Background: an optimization exercise with open tools, aiming at small area, a short achievable clock period and few clock cycles per item. Do not read the settings as production practice. Only simulation tests tie the RTL to the original design; equivalence was not proved.

==> flow/design.v, too long to show whole: its modules and the start of the top module <==
// module murmur2_hash_bucket_select: 212 lines
// module mhbs_fa: 10 lines
// module mhbs_mulm: 491 lines
// module mhbs_modp1: 349 lines
// module mhbs_ws10: 116 lines
// module mhbs_ws6: 59 lines
// module mhbs_ws5: 45 lines
module murmur2_hash_bucket_select (
  input  logic        clk,
  input  logic        rst_n,
  input  logic        in_valid,
  output logic        in_stall,
  input  logic [31:0] in_data_word,
  input  logic [2:0]  in_valid_bytes,
  input  logic        in_last_word,
  input  logic [7:0]  in_key_length,
  output logic        out_valid,
  input  logic        out_stall,
  output logic [3:0]  out_bucket,
  output logic [31:0] out_hash_value,
  input  logic        cfg_valid,
  output logic        cfg_ready,
  input  logic        cfg_index,
  input  logic [31:0] cfg_data
);
  // ...
==> flow/run.sh <==
#!/bin/bash
# synth_recipe.tcl (not shown) runs the flow's synth.tcl, then flattens the netlist and writes it again
# the make line also repeats each setting of config.mk as NAME=value (left out here)
make -C /OpenROAD-flow-scripts/flow DESIGN_CONFIG=/design/flow/config.mk WORK_HOME=/design/flow/orfs CLKGATE_MAP_FILE= SYNTH_SCRIPT=/design/flow/synth_recipe.tcl finish
==> flow/config.mk <==
export PLATFORM = sky130hd
export DESIGN_NAME = murmur2_hash_bucket_select
export DESIGN_NICKNAME = murmur2_hash_bucket_select
export VERILOG_FILES = /design/flow/design.v
export SDC_FILE = /design/flow/constraint.sdc
export NUM_CORES = 4
export LEC_CHECK = 0
export CAP_MARGIN = 20
export CORE_MARGIN = 2
export CORE_UTILIZATION = 60
export SETUP_SLACK_MARGIN = 3.5
export SLEW_MARGIN = 20
export SYNTH_HIERARCHICAL = 1
export SYNTH_MINIMUM_KEEP_SIZE = 0
==> flow/constraint.sdc <==
create_clock -name core_clock -period 9.0 [get_ports {clk}]
set_input_delay 1.8000 -clock core_clock [delete_from_list [all_inputs] [get_ports {clk}]]
set_output_delay 1.8000 -clock core_clock [all_outputs]
set_load 0.01 [all_outputs]
==> results.json, run 1 <==
{
  "status": "complete, no violations",
  "multi_input_area_sq_um": 30800,
  "synth_flop_cell": "edfxtp_1",
  "area_dominant_class": "multi-input gates",
  "crit_buf_inv": 0,
  "max_cap_violations": 0,
  "setup_viol": 0,
  "wl_per_cell_microns": 25.51,
  "period_share_pct": 63.65,
  "route.vias.total": 28390,
  "synth-async-reset-ratio_pct": 0,
  "fin_area_sq_um": 50810,
  "critPathRequiredTime_ns": 9.34,
  "placed_cell_area_sq_um": 44670,
  "rows": 96,
  "skew_ns": 0.03217,
  "n_antenna_cell": 0,
  "dieArea_sq_um": 71090,
  "synthTopCellsByCount": "fa_1 (738), edfxtp_1 (332), inv_1 (281)",
  "grtUsageMet1_pct": 43.99,
  "fillerInstances": 4503,
  "nClkBuffers": 55,
  "cts_setup_buffers": 246,
  "slowest_stage": "fa_1",
  "end_kind": "flip-flop",
  "synth_edf_count": 332,
  "crit_path_start": "p2_r[5]",
  "synthMuxAreaShare_pct": 3.311,
  "final_cell_mix": "fa_1 (660), edfxtp_1 (332), buf_4 (327)"
}
Testbench counts, summed over its fixed seeds: cycles 19,780, keys 3,000.
==> run 2, diff against run 1 <==
--- a/flow/config.mk
+++ b/flow/config.mk
@@ -8,7 +8,7 @@
 export CAP_MARGIN = 20
 export CORE_MARGIN = 2
 export CORE_UTILIZATION = 60
-export SETUP_SLACK_MARGIN = 3.5
+export SETUP_SLACK_MARGIN = 2.5
 export SLEW_MARGIN = 20
 export SYNTH_HIERARCHICAL = 1
 export SYNTH_MINIMUM_KEEP_SIZE = 0
==> run 2 against run 1 <==
Net effect: highest routed layer unchanged; die area unchanged; critical path type unchanged; synthesized area did not move; maximum frequency fell by 8.2%; cell count is 6.7% lower; synthesized cell count stayed put; still clean; critical endpoint is now g_r[30].
==> results.json, run 2 <==
{
  "status": "complete, no violations",
  "criticalPathCategory": "reg -> reg",
  "start_kind": "flip-flop",
  "fmax_ghz": 0.1602,
  "synthCells": 3334,
  "rows": 96,
  "setup_viol": 0,
  "nNetsFinal": 4518,
  "ioPinCount": 121,
  "clk_latency_ns": 0.60,
  "drive_gt1_share_pct": 9.524,
  "synth.avg_cell_area_sq_um": 12.41,
  "ant_nets": 0,
  "synth_seq_area_share_pct": 28.06,
  "skew_ns": 0.03402,
  "port_buffers": 119,
  "hp-class": "reg -> reg",
  "hold_viol": 0,
  "route.vias.total": 26440,
  "clk_pin_slew_worst_paths_ns": 0.07,
  "max_cap_violations": 0,
  "reg2regPathDepth": 17,
  "grt_pass1_vias": 28510,
  "grtUsageMet1_pct": 42.27,
  "n_antenna_cell": 0,
  "synth_top_area_share_pct": 35.70,
  "whs_ns": 0.4051,
  "critPathMaxFanout": 31,
  "maxSlewHeadroom_pct": 35.76,
  "critPathRequiredTime_ns": 9.35,
  "final_cells": 4452,
  "cts_buffer_depth": 3,
  "setup_tns_ns": 0,
  "htree_levels": 2,
  "end_kind": "flip-flop",
  "root_buffer": "clkbuf_16",
  "dieArea_sq_um": 71090,
  "layout_commonest_cell": "fa_1",
  "die_height_microns": 266.6,
  "routabilityCongestion": 0.9549,
  "worstHoldPathCells": 0,
  "grt_pass1_wl_mm": 170.0,
  "grt_start_max_net_pins": 160,
  "arrival_ns": 6.60,
  "synth_edf_count": 332,
  "grt-ovfl-total": 0,
  "area_delta_synth_final_pct": 10.15,
  "yosys_warnings": 12,
  "fillerInstances": 5138,
  "largest_reg_flops": 36,
  "cts_tree": "done",
  "wl_per_cell_microns": 24.75,
  "fin_crit_ns": 6.244,
  "firstDrtPassIters": 7,
  "dp_slack_ns": 2.400,
  "rsz0062_at_grt": "true",
  "core-area_sq_um": 68470,
  "synthesis.area_sq_um": 41380,
  "worst_pin_slew_ns": 0.9636,
  "die_w_microns": 266.6,
  "dp_cells": 4362,
  "hpwl_mm": 87.43,
  "period_share_pct": 69.37,
  "synth_top_area_cell": "fa_1",
  "ys_ff_latch": 414,
  "via_per_inst": 5.939,
  "final_cell_mix": "fa_1 (738), edfxtp_1 (332), inv_1 (281)",
  "setup_ws_ns": 2.756,
  "met3_usage_pct": 4.659,
  "synth_flop_cell": "edfxtp_1",
  "synth_cell_types": 83,
  "drv_slew": 0,
  "synthTopCellsByCount": "fa_1 (738), edfxtp_1 (332), inv_1 (281)",
  "clkSinkCount": 414,
  "cts_hold_buffers": 0,
  "start_util_pct": 60.45,
  "antenna_found_initial": 0,
  "yosys-top-cells-area": "fa_1 (36%), edfxtp_1 (24%), ha_1 (5.0%)",
  "route.detailed.drc": 0,
  "numCtsBuffers": 47,
  "synth-async-reset-ratio_pct": 0,
  "grt_use_met2_pct": 55.57,
  "grt_use_total_pct": 32.20,
  "top_register": "wv_r",
  "yosysMostFrequentCell": "fa_1",
  "wl_mm": 110.2,
  "first_iter_violations": 2055,
  "busiest_layer": "met2"
}
[run 2: layout make-up]
cell class,instances,area [sq um],share of cell area [%]
sequential,414,11610,25.47
multi-input combinational,2599,28510,62.55
tap,882,1104,2.421
clock buffer,51,1212,2.660
inverter,283,1062,2.330
timing repair buffer,186,1718,3.769
clock inverter,37,362.8,0.7960
[run 2: path summary, 6_finish.rpt]
check                           start       to  slack (ns)
worst max-delay path              fzk  g_r[30]        2.76
worst min-delay path            init1    init2        0.41
worst max register to register    fzk  g_r[30]        2.76
worst min register to register  init1    init2        0.41
[run 2: what timing repair did]
| item | CTS | global route |
|---|---|---|
| setup endpoints to repair | 1 | 8 |
| resized for setup | 2 | 11 |
| pin swaps | 0 | 1 |
| buffers inserted | 1 | 1 |
[run 2: Yosys stat by module (local to each module, per instance)]
module	cell area (sq um)	flip-flops and latches	copies in the design
murmur2_hash_bucket_select	16700	414	1
mhbs_mulm	1921	0	4
mhbs_modp1	1249	0	1
mhbs_ws5	307.8	0	1
mhbs_ws10	520.5	0	1
mhbs_fa	20.02	0	729
mhbs_ws6	335.3	0	1
[run 2: cell families after synthesis]
| group | count (synthesis) | share of synthesized area (%) |
|---|---|---|
| buffers and inverters | 359 | 3.555 |
| AOI/OAI and AO/OA | 428 | 7.356 |
| other | 2 | 0.01815 |
| adders and majority gates | 905 | 40.75 |
| and+or+nand+nor | 756 | 9.641 |
| xor gates and xnor gates | 344 | 7.313 |
| DFF | 414 | 28.06 |
| muxes | 126 | 3.311 |
[run 2: metrics by stage]
stage / util (%) / instance area (sq um)
after global placement: 64.18 / 43940
final: 66.58 / 45590
after detailed placement: 64.18 / 43940
after global routing: 66.58 / 45590
after CTS: 66.51 / 45540
after floorplan: - / 41540
[run 2: routing by layer]
layer / vias up / wire [microns]
li1: 11520 / -
met1: 13650 / 43250
met2: 1036 / 55610
met3: 238 / 7374
met4: 0 / 3942
met5: - / 0
[run 2: critical path, stage by stage, from the launching register on]
cell      delay (ns)
edfxtp_1        0.52
buf_6           0.34
mux2_2          0.52
xor2_1          0.22
buf_4           0.22
fa_1            0.45
fa_1            0.53
fa_1            0.45
fa_1            0.46
fa_1            0.49
ha_1            0.34
and2_1          0.25
and4_4          0.23
a221oi_2        0.23
nor2_1          0.10
o31ai_2         0.33
o22ai_1         0.15
o21bai_1        0.17
==> run 3, diff against run 2 <==
==> flow/config.mk (replaced) <==
export PLATFORM = sky130hd
export DESIGN_NAME = murmur2_hash_bucket_select
export DESIGN_NICKNAME = murmur2_hash_bucket_select
export VERILOG_FILES = /design/flow/design.v
export SDC_FILE = /design/flow/constraint.sdc
export NUM_CORES = 4
export LEC_CHECK = 0
export CAP_MARGIN = 10
export CORE_MARGIN = 2
export CORE_UTILIZATION = 70
export PLACE_DENSITY = 0.75
export SETUP_SLACK_MARGIN = 3
export SLEW_MARGIN = 10
export SYNTH_HIERARCHICAL = 1
export SYNTH_MINIMUM_KEEP_SIZE = 0
==> run 3 against run 2 <==
Net effect: non-clock buffer count is 203 higher; count of clock-buffer cells in the layout decreased by 1; critical path depth is 3 lower; largest cell class unchanged; clock skew is 0.0019 ns higher; still clean; global-route usage increased by 6.4 points; via count is 9.9% higher; first-iteration DRC count grew 36%.
==> results.json, run 3 <==
{
  "area_delta_synth_final_pct": 15.67,
  "ant_nets": 0,
  "antenna_found_initial": 3,
  "reg2regPathDepth": 14,
  "grt_pass1_vias": 30280,
  "hp-class": "reg -> reg",
  "largest_reg_flops": 36,
  "criticalPathCategory": "reg -> reg",
  "htree_levels": 2,
  "synth.avg_cell_area_sq_um": 12.41,
  "clkSinkCount": 414,
  "die_w_microns": 247.2,
  "core-area_sq_um": 58690,
  "root_buffer": "clkbuf_16",
  "critPathMaxFanout": 6,
  "start_util_pct": 70.52,
  "die_height_microns": 247.2,
  "setup_tns_ns": 0,
  "synth_top_area_share_pct": 35.70,
  "synth_flop_cell": "edfxtp_1",
  "route.detailed.drc": 0,
  "first_iter_violations": 2802,
  "hold_viol": 0,
  "grt_start_max_net_pins": 94,
  "setup_viol": 0,
  "reg2reg_from": "g_r[29]",
  "whs_ns": 0.3920,
  "route.vias.total": 29060,
  "fillerInstances": 3138,
  "rsz0062_at_grt": "true",
  "synth_edf_count": 332,
  "firstDrtPassIters": 8,
  "skew_ns": 0.03587,
  "hp-start": "init1",
  "synthesis.area_sq_um": 41380,
  "grt-ovfl-total": 0,
  "r2r_slack_ns": 3.01,
  "wl_per_cell_microns": 26.58,
  "final_util_pct": 81.57,
  "fmax_ghz": 0.1670,
  "maxSlewHeadroom_pct": 25.28,
  "cts_buffer_depth": 3,
  "yosys_warnings": 12,
  "synthCells": 3334,
  "cts_hold_buffers": 0,
  "drive_gt1_share_pct": 16.72,
  "rows": 89,
  "worst_pin_slew_ns": 1.121,
  "whs_endpoint": "init2",
  "yosysMostFrequentCell": "fa_1",
  "clk_latency_ns": 0.59,
  "worstHoldPathCells": 0,
  "port_buffers": 119,
  "cts_tree": "done",
  "grt_pass1_wl_mm": 174.0,
  "yosys-top-cells-area": "fa_1 (36%), edfxtp_1 (24%), ha_1 (5.0%)",
  "end_kind": "flip-flop",
  "layout_commonest_cell": "fa_1",
  "via_per_inst": 6.398,
  "numCtsBuffers": 45,
  "synth-async-reset-ratio_pct": 0,
  "synthTopCellsByCount": "fa_1 (738), edfxtp_1 (332), inv_1 (281)",
  "routabilityCongestion": 0.9841,
  "top_register": "wv_r",
  "ys_ff_latch": 414,
  "grt_use_total_pct": 38.62,
  "arrival_ns": 6.33,
  "critPathRequiredTime_ns": 9.34,
  "wl_mm": 120.7,
  "synth_top_area_cell": "fa_1",
  "synth_cell_types": 83,
  "nNetsFinal": 4719,
  "period_share_pct": 66.53,
  "ioPinCount": 121,
  "clk_pin_slew_worst_paths_ns": 0.07,
  "max_cap_violations": 0,
  "final_cell_mix": "fa_1 (729), edfxtp_1 (332), inv_1 (278)",
  "synth_seq_area_share_pct": 28.06,
  "drv_slew": 0,
  "start_kind": "flip-flop",
  "status": "complete, no violations",
  "dieArea_sq_um": 61080,
  "hpwl_mm": 88.22,
  "regToRegEndpoint": "p1_r[8]",
  "fin_crit_ns": 5.987
}
[run 3: cell type report]
| cell class | count | area [sq um] | area share [%] |
|---|---|---|---|
| inverter | 283 | 1074 | 2.243 |
| clock buffer | 50 | 1187 | 2.480 |
| multi-input combinational | 2599 | 29260 | 61.12 |
| clock inverter | 32 | 329.1 | 0.6874 |
| sequential | 414 | 11610 | 24.26 |
| timing repair buffer | 389 | 3438 | 7.182 |
| antenna | 1 | 2.502 | 0.005227 |
| tap | 773 | 967.2 | 2.020 |
[run 3: what timing repair did]
action	CTS	global route
gates cloned	0	2
gates resized for setup	65	79
endpoints found under the setup margin	37	25
setup buffers	54	166
pin swaps	21	43
[run 3: kinds of logic after synthesis]
logic type               synth area share (%)
buffers and inverters                   3.555
adder cells (fa/ha/maj)                 40.75
XOR/XNOR                                7.313
other                                 0.01815
AO/OA/AOI/OAI                           7.356
multiplexers                            3.311
AND/OR/NAND/NOR                         9.641
flip-flops                              28.06
[run 3: worst max-delay path by stage]
| stage | depth (start not counted) | start | end |
|---|---|---|---|
| floorplan | 18 | init2 | h_r[30] |
| global placement | 17 | init2 | h_r[30] |
| detailed placement | 17 | init2 | h_r[30] |
| CTS | 20 | init2 | h_r[30] |
| global route | 17 | p2_r[3] | p4_r[3] |
| finish | 14 | g_r[29] | p1_r[8] |
[run 3: routing by layer]
metal / GRT usage [%] / vias to the layer above / share of wire, %
met5: 0.2451 / - / 0.033
met4: 20.85 / 6 / 6.6
met3: 6.479 / 523 / 8.3
met2: 65.40 / 1862 / 50
met1: 47.67 / 14760 / 35
li1: - / 11900 / -
[run 3: critical path, cell delays in order (launching register included)]
cell,delay [ns]
edfxtp_1,0.60
xor2_4,0.36
and2_1,0.24
ha_1,0.27
fa_1,0.52
fa_1,0.47
fa_1,0.47
fa_1,0.50
fa_1,0.58
fa_1,0.45
ha_1,0.38
a21o_1,0.23
a21o_1,0.21
a221oi_2,0.32
xnor2_1,0.12
[run 3: Yosys stat by module, one instance, submodules excluded]
module | times used | cells | cell area (sq um)
mhbs_fa | 729 | 1 | 20.02
mhbs_modp1 | 1 | 176 | 1249
mhbs_mulm | 4 | 273 | 1921
mhbs_ws10 | 1 | 66 | 520.5
mhbs_ws5 | 1 | 37 | 307.8
mhbs_ws6 | 1 | 42 | 335.3
murmur2_hash_bucket_select | 1 | 1192 | 16700
[run 3: metrics by stage]
stage / cells / setup slack, ns / area, sq um
after floorplan: 3372 / 3.004 / 41700
after global placement: 4236 / 1.960 / 43810
after detailed placement: 4236 / 1.928 / 43810
after CTS: 4372 / 2.966 / 46190
after global routing: 4540 / 2.876 / 47870
final: 4541 / 3.013 / 47870

==> what the ideal ports hide <==
Ports are ideal in the flow. The routed layouts listed here were re-timed in OpenROAD.
Step 1 (the two cells are an assumption about what drives the block):
set clk [get_ports {clk}]
set_driving_cell -lib_cell sky130_fd_sc_hd__clkbuf_16 $clk
set_driving_cell -lib_cell sky130_fd_sc_hd__buf_2 [delete_from_list [all_inputs] $clk]
Step 2 moves the port delays by t, midway between the first and last clock arrival at a register: inputs arrive t later, outputs are due t later. That takes back most of the time a late clock gives input paths.
Three values: no drivers, after step 1, after step 2; two values: the first two.
run | shift t [ns] | setup WS [ns] | hold slack, ns | clock arrival spread, ns | worst slew at a driven data input, ns
run 1 | 0.663 | 3.271 / 3.271 / 3.271 | 0.416 / 0.416 / 0.416 | 0.036 / 0.036 | 0.06
run 2 | 0.652 | 2.756 / 2.756 / 2.756 | 0.405 / 0.405 / 0.405 | 0.035 / 0.034 | 0.09
run 3 | 0.645 | 3.013 / 3.013 / 3.013 | 0.392 / 0.392 / 0.392 | 0.045 / 0.045 | 0.10
After both steps every run listed still meets setup and hold.
